What follows belongs to an exercise in optimizing a design on an open flow for small area, a short achievable clock period and few clock cycles per item; a production flow would make more cautious choices. Function was checked by simulation only, so behaviour that the tests miss may differ from the original. Power and IR drop assume default switching activity.

Design conv_pool, start of the top module:
module conv_pool (
	input  logic        clk,
	input  logic        rst_n,
	input  logic        enable,
	input  logic [7:0]  input_data,
	output logic        busy,
	input  logic        wb_cyc,
	input  logic        wb_stb,
	input  logic        wb_we,
	input  logic [3:0]  wb_adr,
	input  logic [7:0]  wb_dat_i,
	output logic        wb_ack,
	output logic [7:0]  wb_dat_o,
	output logic        res_wen,
	output logic [1:0]  res_addr,
	output logic [31:0] res_data,
	output logic [3:0]  res_bytemask,
	output logic        done
);
Size in the first run: roughly 1900 cells after synthesis, ~360 flip-flops, roughly 76 I/O pins, about 18000 sq um of cells after synthesis.
export LEC_CHECK = 0
export ABC_AREA = 1
export CAP_MARGIN = 20
export CORE_MARGIN = 2
export CORE_UTILIZATION = 40
export CTS_BUF_LIST = sky130_fd_sc_hd__clkbuf_8
export CTS_CLUSTER_DIAMETER = 50
export CTS_CLUSTER_SIZE = 18
export SLEW_MARGIN = 20
create_clock -name core_clock -period 10.0 [get_ports {clk}]
standard.sh (not shown) runs the stock make flow with config.mk's settings and CLKGATE_MAP_FILE= SYNTH_SCRIPT=/design/flow/synth_recipe.tcl, a recipe that flattens the netlist after the stock synthesis.
==> flow/flow/run.sh <==
#!/bin/bash
# The standard layout, with timing repair aimed at a tighter setup margin
# than the 10 ns clock needs (the SDC and clock period are unchanged), and
# plain buffers on the ports
bash standard.sh SETUP_SLACK_MARGIN=6.6 "BUFFER_PORTS_ARGS=-buffer_cell sky130_fd_sc_hd__buf_2" finish > standard.log 2>&1
The first run completed without violations.
Testbench counts at the start, summed over its fixed seeds: cycles 4,416, images 64.
Edit:
==> flow/flow/run.sh (replaced) <==
#!/bin/bash
# The standard layout, with timing repair aimed at a tighter setup margin
# than the 10 ns clock needs (the SDC and clock period are unchanged)
bash standard.sh SETUP_SLACK_MARGIN=7.0 finish > standard.log 2>&1
Settings changed: CTS_BUF_LIST sky130_fd_sc_hd__clkbuf_8 to not set, CTS_CLUSTER_DIAMETER 50 to not set, CTS_CLUSTER_SIZE 18 to not set.
The new run finished clean.
First-iteration DRC count decreases by 13%.
Worst setup slack is better by 0.069 ns.
Design area increases by 12%.
Utilization increases by 5.1 points.
Worst hold slack is about the same.
Clock power increases by 45%.
Edit:
==> flow/run.sh (new file) <==
#!/bin/bash
# synth_recipe.tcl (not shown) runs the flow's synth.tcl, then flattens the netlist and writes it again
# the make line also repeats each setting of config.mk as NAME=value (left out here)
make -C /OpenROAD-flow-scripts/flow DESIGN_CONFIG=/design/flow/config.mk WORK_HOME=/design/flow/orfs CLKGATE_MAP_FILE= SYNTH_SCRIPT=/design/flow/synth_recipe.tcl finish
removed: flow/flow/run.sh
removed: flow/standard.sh
After rerunning: Global-route usage goes down by 0.61 points. Clock-buffer cell count goes up by 2. Sequential cell count is unchanged. Clock skew is lower by 0.0070 ns. Register-to-register slack is worse by 0.74 ns. Worst setup slack loses 0.74 ns. Worst hold slack hardly moves.
Edit:
==> flow/flow/run.sh (new file) <==
#!/bin/bash
# The standard layout, with timing repair aimed at a tighter setup margin
# than the 10 ns clock needs (the SDC and clock period are unchanged)
bash standard.sh SETUP_SLACK_MARGIN=6.6 finish > standard.log 2>&1
==> flow/standard.sh (new file) <==
#!/bin/bash
# synth_recipe.tcl (not shown) runs the flow's synth.tcl, then flattens the netlist and writes it again
# the make line also repeats each setting of config.mk as NAME=value (left out here)
make -C /OpenROAD-flow-scripts/flow DESIGN_CONFIG=/design/flow/config.mk WORK_HOME=/design/flow/orfs CLKGATE_MAP_FILE= SYNTH_SCRIPT=/design/flow/synth_recipe.tcl "${@:-finish}"
Settings changed: CTS_BUF_LIST set to sky130_fd_sc_hd__clkbuf_8, CTS_CLUSTER_DIAMETER set to 60, CTS_CLUSTER_SIZE set to 24.
removed: flow/run.sh
Outcome: The changed run passed the timing, design-rule and antenna checks. Synthesized area is unchanged. Synthesized cell count is unchanged. Combinational power climbs by about 2%. Global-route usage is about the same. Count of clock-buffer cells in the layout drops by 18. Worst hold slack gains 0.0037 ns. Final cell count stays flat.
Edit:
==> flow/flow/run.sh (replaced) <==
#!/bin/bash
# The standard layout, with timing repair aimed at a tighter setup margin
# than the 10 ns clock needs (the SDC and clock period are unchanged)
bash standard.sh SETUP_SLACK_MARGIN=7.4 finish > standard.log 2>&1
Settings changed: CTS_BUF_LIST sky130_fd_sc_hd__clkbuf_8 to not set, CTS_CLUSTER_DIAMETER 60 to not set, CTS_CLUSTER_SIZE 24 to not set.
Register-to-register slack barely changes.
Fmax barely changes.
Worst setup slack improves by 0.0075 ns.
Count of clock-buffer cells in the layout climbs by 15.
Utilization climbs by 6.4 points.
Total power climbs by 24%.
Clock power climbs by 45%.

[separate check: timing with driven ports]
Ports are ideal in the flow. The routed layouts listed here were re-timed in OpenROAD.
Step 1 sets driving cells, clkbuf_16 on the clock port and buf_2 on the other inputs (assumed; they add their load-dependent delay and slew).
Step 2 times the ports against the registers' clock, not the clock port: input delays grow and output delays shrink by t, the midpoint of the rising clock arrivals with the driver on.
Three values: ideal, step 1, step 2; two values: the first two.
| run | t (ns) | setup WS [ns] | worst setup path at the end | latest minus earliest clock arrival (ns) | worst slew at a driven data input, ns |
|---|---|---|---|---|---|
| the first run | 0.661 | 6.696 / 6.696 / 6.500 | input to register | 0.046 / 0.045 | 0.08 |
| the second run | 0.602 | 6.765 / 6.765 / 6.402 | input to register | 0.022 / 0.022 | 0.07 |
| the third run | 0.597 | 6.027 / 6.027 / 6.027 | register to register | 0.016 / 0.016 | 0.07 |
| the fourth run | 0.661 | 6.707 / 6.667 / 6.142 | input to register | 0.035 / 0.035 | 0.07 |
| the fifth run | 0.607 | 6.714 / 6.714 / 6.714 | register to register | 0.023 / 0.023 | 0.07 |
After both steps setup and hold are still met in every run listed. The setup slack of the fourth run, which loses most, moves by -0.040 ns with the drivers and by -0.565 ns with both steps.
